Background: an optimization exercise with open tools, aiming at small area, a short achievable clock period and few clock cycles per item. Do not read the settings as production practice. Function was checked by simulation only, so behaviour that the tests miss may differ from the original.

## qr_cordic_top
module qr_cordic_top
#(
	parameter int ROWS     = 8,
	parameter int ITER_NUM = 12
)
(
	input  logic         clk,
	input  logic         rst,
	input  logic         en,
	input  logic [11:0]  rd_a_data,
	output logic         rd_a,
	output logic [3:0]   rd_a_addr,
	output logic         wr_r,
	output logic [3:0]   wr_r_addr,
	output logic [11:0]  wr_r_data,
	output logic         valid
);
For scale: about 1600 cells after synthesis, roughly 120 flip-flops.
==> flow/config.mk <==
export PLATFORM = sky130hd
export DESIGN_NAME = qr_cordic_top
export DESIGN_NICKNAME = qr_cordic_top
export VERILOG_FILES = /design/flow/design.v
export SDC_FILE = /design/flow/constraint.sdc
export NUM_CORES = 4
export LEC_CHECK = 0
export CAP_MARGIN = 20
export CORE_MARGIN = 2
export CORE_UTILIZATION = 40
export SETUP_SLACK_MARGIN = 2.9
export SLEW_MARGIN = 20
==> flow/constraint.sdc <==
create_clock -name core_clock -period 6.5 [get_ports {clk}]
set_input_delay 1.3000 -clock core_clock [delete_from_list [all_inputs] [get_ports {clk}]]
set_output_delay 1.3000 -clock core_clock [all_outputs]
set_load 0.01 [all_outputs]
run.sh (not shown) runs the stock make flow with config.mk's settings and CLKGATE_MAP_FILE= SYNTH_SCRIPT=/design/flow/synth_recipe.tcl, a recipe that flattens the netlist after the stock synthesis.
The starting point finished with timing, DRC and antenna clean.
Testbench counts at the start, summed over its fixed seeds: cycles 15,888, items 128.
Then changed:
- CORE_UTILIZATION: 40 -> 60
- SETUP_SLACK_MARGIN: 2.9 -> 2.7
=> The new run finished clean. Worst setup slack degrades by 0.090 ns. Non-clock buffer count fell by 7. Design area went down by 3.1%. Via count went up by 0.86%. Global-route usage is higher by 12 points. Clock-buffer cell count is lower by 7. Synthesized area does not change. Final cell count drops by 6.9%.
Then changed:
- CORE_UTILIZATION: 60 -> 40
=>
- clock-buffer cell count rose by 2
- sequential share of layout area hardly moves
- non-clock buffer count fell by 17
- area after synthesis stays the same
- worst setup slack gains 0.055 ns
- fmax came out higher by about 1.5%
- hold slack gets better by 0.0034 ns
Then changed:
- SETUP_SLACK_MARGIN: 2.7 -> 2.5
After rerunning: Wire length decreases by 0.67%. Hold slack improved by 0.017 ns. Final cell count stays flat. Worst setup slack got worse by 0.20 ns. Core utilization decreases by 0.41 points. Clock skew is about the same. Area after synthesis stays the same.


Another version of the RTL of qr_cordic_top (not shown whole).
Size in the first run: ~2200 cells after synthesis, ~38 I/O pins.
==> flow/design.v (excerpt) <==
module qr_cordic_top
#(
	parameter int ROWS     = 8,
	parameter int ITER_NUM = 12
)
(
	input  logic         clk,
	input  logic         rst,
	input  logic         en,
	input  logic [11:0]  rd_a_data,
	output logic         rd_a,
	output logic [3:0]   rd_a_addr,
	output logic         wr_r,
	output logic [3:0]   wr_r_addr,
	output logic [11:0]  wr_r_data,
	output logic         valid
);
clock: 6.5 ns
lec_check: 0
abc_area: 1
cap_margin: 20
core_margin: 2
core_utilization: 40
slew_margin: 20
Testbench counts at the start, summed over its fixed seeds: cycles 15,504, items 128.
Change:
--- a/flow/config.mk
+++ b/flow/config.mk
@@ -7,3 +7,2 @@
 export LEC_CHECK = 0
-export ABC_AREA = 1
 export CAP_MARGIN = 20
=>
- The new run completed with no timing, DRC or antenna violations
- cell count went down by 24%
- non-clock buffer count increases by 6
- via count is lower by 24%
- wire length fell by 22%
- critical path depth is higher by 7
- final area shrinks by 6.3%
- first-iteration DRC count drops by 27%
- maximum frequency falls by 7.0%
- clock-buffer cell count decreases by 1


qr_cordic_top, a different RTL version from the one above (not shown whole).
Size: about 110 flip-flops, roughly 38 I/O pins, about 0.012 sq mm of cells after synthesis.
clock: 6.5 ns
lec_check: 0
cap_margin: 20
core_margin: 2
core_utilization: 40
setup_slack_margin: 2.7
slew_margin: 20
The baseline completed without violations.
Testbench counts at the start, summed over its fixed seeds: cycles 15,888, items 128.
Then changed:
Settings changed: SETUP_SLACK_MARGIN 2.7 to 2.5.
Clock skew is higher by 0.0049 ns.
Final area is lower by about 1.5%.
Routed wire length is about the same.
Sequential cell count stays the same.
Die area is unchanged.

## port drivers added, routing unchanged
How much do the figures lean on ideal ports? The routed layouts below were timed once more, with nothing changed but the port constraints.
Step 1: set_driving_cell puts a clkbuf_16 on clk and a buf_2 on each other input, an assumption about the parent block.
Step 2 adds t to the input delays and takes it off the output delays; t is the mean of the earliest and latest rising clock arrival at the registers after step 1. Input paths then give back, and output paths get back, about the clock's delay inside the block.
a / b / c = ideal / step 1 / step 2; a / b = the first two.
run	t (ns)	setup WS [ns]	hold slack, ns	worst slew at a driven data input, ns
the first run of note 1	0.481	2.871 / 2.820 / 2.953	0.499 / 0.499 / 0.499	0.05
the second run of note 1	0.478	2.780 / 2.780 / 2.780	0.492 / 0.492 / 0.492	0.04
the third run of note 1	0.478	2.835 / 2.785 / 2.837	0.495 / 0.495 / 0.495	0.05
the fourth run of note 1	0.482	2.635 / 2.635 / 2.635	0.512 / 0.512 / 0.512	0.04
the first run of note 2	0.420	1.940 / 1.887 / 2.081	0.517 / 0.517 / 0.517	0.04
the second run of note 2	0.403	1.599 / 1.599 / 1.599	0.515 / 0.515 / 0.515	0.04
the first run of note 3	0.422	2.553 / 2.553 / 2.553	0.470 / 0.470 / 0.470	0.04
the second run of note 3	0.424	2.444 / 2.444 / 2.444	0.424 / 0.424 / 0.424	0.04
After both steps every run listed still meets setup and hold.
